This design comes from an exercise in tuning for small area, a short achievable clock period and few clock cycles on the open sky130 flow, not from production work. At most, simulation tests tie the RTL to the original design; equivalence was not proved. No activity file was given, so power comes from the tool's default toggle rates.

==> module alu_operand_seq, before the edit <==
module alu_operand_seq
#(
    parameter int ALU_LAT = 1,
    parameter int NUM_OPS = alu_operand_seq_pkg::NUM_OPS_DEF
) (
    input  logic                 clk,
    input  logic                 rst,
    input  logic                 CMD_VALID,
    output logic                 CMD_READY,
    input  logic [alu_operand_seq_pkg::OP_W-1:0]      CMD_OP,
    input  logic [alu_operand_seq_pkg::REG_IDX_W-1:0] CMD_RS,
    input  logic [alu_operand_seq_pkg::REG_IDX_W-1:0] CMD_RT,
    input  logic [alu_operand_seq_pkg::REG_IDX_W-1:0] CMD_RD,
    input  logic                 CMD_USE_IMM,
    input  logic [alu_operand_seq_pkg::IMM_W-1:0]     CMD_IMM,
    output logic [alu_operand_seq_pkg::DATA_W-1:0]    ALU_A,
    output logic [alu_operand_seq_pkg::DATA_W-1:0]    ALU_B,
    output logic [alu_operand_seq_pkg::OP_W-1:0]      ALU_OP,
    input  logic [alu_operand_seq_pkg::DATA_W-1:0]    ALU_OUT,
    output logic                 DONE,
    output logic [alu_operand_seq_pkg::DATA_W-1:0]    RESULT,
    output logic                 ERR,
    input  logic [alu_operand_seq_pkg::REG_IDX_W-1:0] DBG_ADDR,
    output logic [alu_operand_seq_pkg::DATA_W-1:0]    DBG_DATA
);
    localparam int W = alu_operand_seq_pkg::DATA_W;
    localparam int N = alu_operand_seq_pkg::NUM_REGS;
    logic         w_accept;
    logic         w_fwd_a, w_fwd_b;
    logic         f_v;
    logic [4:0]   f_op, f_rd;
    logic [N-1:1] f_rs_sel, f_rt_sel;
    logic         f_fwd_a, f_fwd_b;
    logic         f_ui;
    logic [15:0]  f_imm;
    logic         f_legal, f_we;
    logic         e_done, e_err, e_we;
    logic [4:0]   e_rd;
    logic [W-1:0] r_alu_a, r_alu_b;
    logic [4:0]   r_alu_op;
    logic [W-1:0] r_result;
    logic         r_done, r_err;
    logic [N-1:1][W-1:0] w_regs;
    logic [N-1:1] w_ra_sel;
    logic [W-1:0] w_ra_data, w_rb_data;
    assign CMD_READY = !rst;
    assign w_accept  = CMD_VALID && !rst;
    assign f_legal   = int'(f_op) < NUM_OPS;
    assign f_we      = f_v && f_legal && (f_rd != '0);
    assign w_fwd_a   = f_we && f_rd == CMD_RS;
    assign w_fwd_b   = f_we && f_rd == CMD_RT && !CMD_USE_IMM;
    alu_regfile u_regfile (
        .clk    (clk),
        .rst    (rst),
        .i_we   (e_we),
        .i_wa   (e_rd),
        .i_wd   (ALU_OUT),
        .o_regs (w_regs)
    );
    alu_dbg_sel u_dbg_sel (
        .i_f_v     (f_v),
        .i_rs_sel  (f_rs_sel),
        .i_dbg_addr(DBG_ADDR),
        .o_sel     (w_ra_sel)
    );
    alu_rf_read #(.X(1)) u_read_a (
        .i_regs  (w_regs),
        .i_sel   (w_ra_sel),
        .i_xsel  (f_fwd_a),
        .i_xdata (ALU_OUT),
        .o_data  (w_ra_data)
    );
    alu_rf_read #(.X(2)) u_read_b (
        .i_regs  (w_regs),
        .i_sel   (f_rt_sel),
        .i_xsel  ({f_ui, f_fwd_b}),
        .i_xdata ({alu_operand_seq_pkg::sext_imm(f_imm), ALU_OUT}),
        .o_data  (w_rb_data)
    );
    assign DBG_DATA = w_ra_data;
    always_ff @(posedge clk) begin
        f_op  <= CMD_OP;
        f_rd  <= CMD_RD;
        f_ui  <= CMD_USE_IMM;
        f_imm <= CMD_IMM;
        for (int i = 1; i < N; i++) begin
            f_rs_sel[i] <= w_accept && !w_fwd_a && CMD_RS == 5'(i);
            f_rt_sel[i] <= !CMD_USE_IMM && !w_fwd_b && CMD_RT == 5'(i);
        end
        f_fwd_a <= w_accept && w_fwd_a;
        f_fwd_b <= w_fwd_b;
    end
    always_ff @(posedge clk) begin
        e_rd     <= f_rd;
        r_alu_op <= f_op;
        r_alu_a  <= w_ra_data;
        r_alu_b  <= w_rb_data;
        r_result <= ALU_OUT;
    end
    always_ff @(posedge clk) begin
        if (rst) begin
            f_v    <= 1'b0;
            e_done <= 1'b0;
            e_err  <= 1'b0;
            e_we   <= 1'b0;
            r_done <= 1'b0;
            r_err  <= 1'b0;
        end else begin
            f_v    <= CMD_VALID;
            e_done <= f_v && f_legal;
            e_err  <= f_v && !f_legal;
            e_we   <= f_we;
            r_done <= e_done;
            r_err  <= e_err;
        end
    end
    assign ALU_A  = r_alu_a;
    assign ALU_B  = r_alu_b;
    assign ALU_OP = r_alu_op;
    assign RESULT = r_result;
    assign DONE   = r_done;
    assign ERR    = r_err;
endmodule
Settings: LEC_CHECK=0, CAP_MARGIN=20, CORE_MARGIN=2, CORE_UTILIZATION=55, CTS_BUF_LIST=sky130_fd_sc_hd__clkbuf_8, SETUP_SLACK_MARGIN=1.5, SLEW_MARGIN=20, SYNTH_HIERARCHICAL=1; clock period 6.0 ns.
run.sh (not shown) runs the stock make flow with config.mk's settings and CLKGATE_MAP_FILE= SYNTH_SCRIPT=/design/flow/synth_recipe.tcl, a recipe that flattens the netlist after the stock synthesis.
The baseline completed without violations.
Testbench counts at the start, summed over its fixed seeds: cycles 12,016.
==> next run, changes <==
--- a/flow/design.v
+++ b/flow/design.v
@@ -56,8 +56,24 @@
         for (int k = 0; k < X; k++) begin
             o_data = o_data | ({W{i_xsel[k]}} & i_xdata[k]);
         end
     end
+endmodule
+module alu_rf_nor8
+(
+    input  logic [7:0][alu_operand_seq_pkg::DATA_W-1:0] i_data,
+    input  logic [7:0]                                  i_sel,
+    output logic [alu_operand_seq_pkg::DATA_W-1:0]      o_n
+);
+    localparam int W = alu_operand_seq_pkg::DATA_W;
+    logic [W-1:0] t;
+    always_comb begin
+        t = '0;
+        for (int k = 0; k < 8; k++) begin
+            t = t | ({W{i_sel[k]}} & i_data[k]);
+        end
+    end
+    assign o_n = ~t;
 endmodule
 module alu_operand_seq
 #(
     parameter int ALU_LAT = 1,
@@ -122,15 +138,17 @@
         .i_rs_sel  (f_rs_sel),
         .i_dbg_addr(DBG_ADDR),
         .o_sel     (w_ra_sel)
     );
-    alu_rf_read #(.X(1)) u_read_a (
-        .i_regs  (w_regs),
-        .i_sel   (w_ra_sel),
-        .i_xsel  (f_fwd_a),
-        .i_xdata (ALU_OUT),
-        .o_data  (w_ra_data)
-    );
+    logic [3:0][W-1:0] w_ra_grp_n;
+    for (genvar g = 0; g < 4; g++) begin : g_read_a
+        alu_rf_nor8 u_grp (
+            .i_data (g == 0 ? {w_regs[7:1], ALU_OUT} : w_regs[8*g+7:8*g]),
+            .i_sel  (g == 0 ? {w_ra_sel[7:1], f_fwd_a} : w_ra_sel[8*g+7:8*g]),
+            .o_n    (w_ra_grp_n[g])
+        );
+    end
+    assign w_ra_data = ~(w_ra_grp_n[0] & w_ra_grp_n[1] & w_ra_grp_n[2] & w_ra_grp_n[3]);
     alu_rf_read #(.X(2)) u_read_b (
         .i_regs  (w_regs),
         .i_sel   (f_rt_sel),
         .i_xsel  ({f_ui, f_fwd_b}),
- worst setup slack improved by 89 ps
- sequential power stays flat
- first-iteration DRC count climbs by 3.6%
- global-route usage rises by 2.0 points
- count of clock-buffer cells in the layout rises by 7
- cell count hardly moves
- design area is about the same
- routed wire length came out higher by about 4.3%
- power barely changes
- sequential share of layout area hardly moves
- combinational power came out lower by about 4%
- synthesized cell count drops by about 0.7%
- die area rose by 0.56%
Function not checked in the second run of this note: the RTL went through the layout flow alone.

==> re-timing with driven ports <==
The flow's constraints put no driver on any port. The routed layouts listed below were extracted and timed again, unchanged, in two steps. Step 1, drivers: a clkbuf_16 drives clk and a buf_2 each remaining input, both assumed. Step 2 moves the port delays by t, midway between the first and last clock arrival at a register: inputs arrive t later, outputs are due t later. That takes back most of the time a late clock gives input paths. a / b / c = no drivers / after step 1 / after step 2; a / b = the first two.
| run | t (ns) | setup WS [ns] | worst register clock-pin slew, ns |
|---|---|---|---|
| the first run | 0.948 | 1.388 / 1.343 / 1.343 | 0.07 / 0.07 |
| the second run | 0.958 | 1.477 / 1.404 / 1.460 | 0.07 / 0.07 |
After both steps every run listed still meets setup and hold. The setup slack of the first run, which loses most, moves by -0.045 ns with the drivers and by -0.045 ns with both steps.
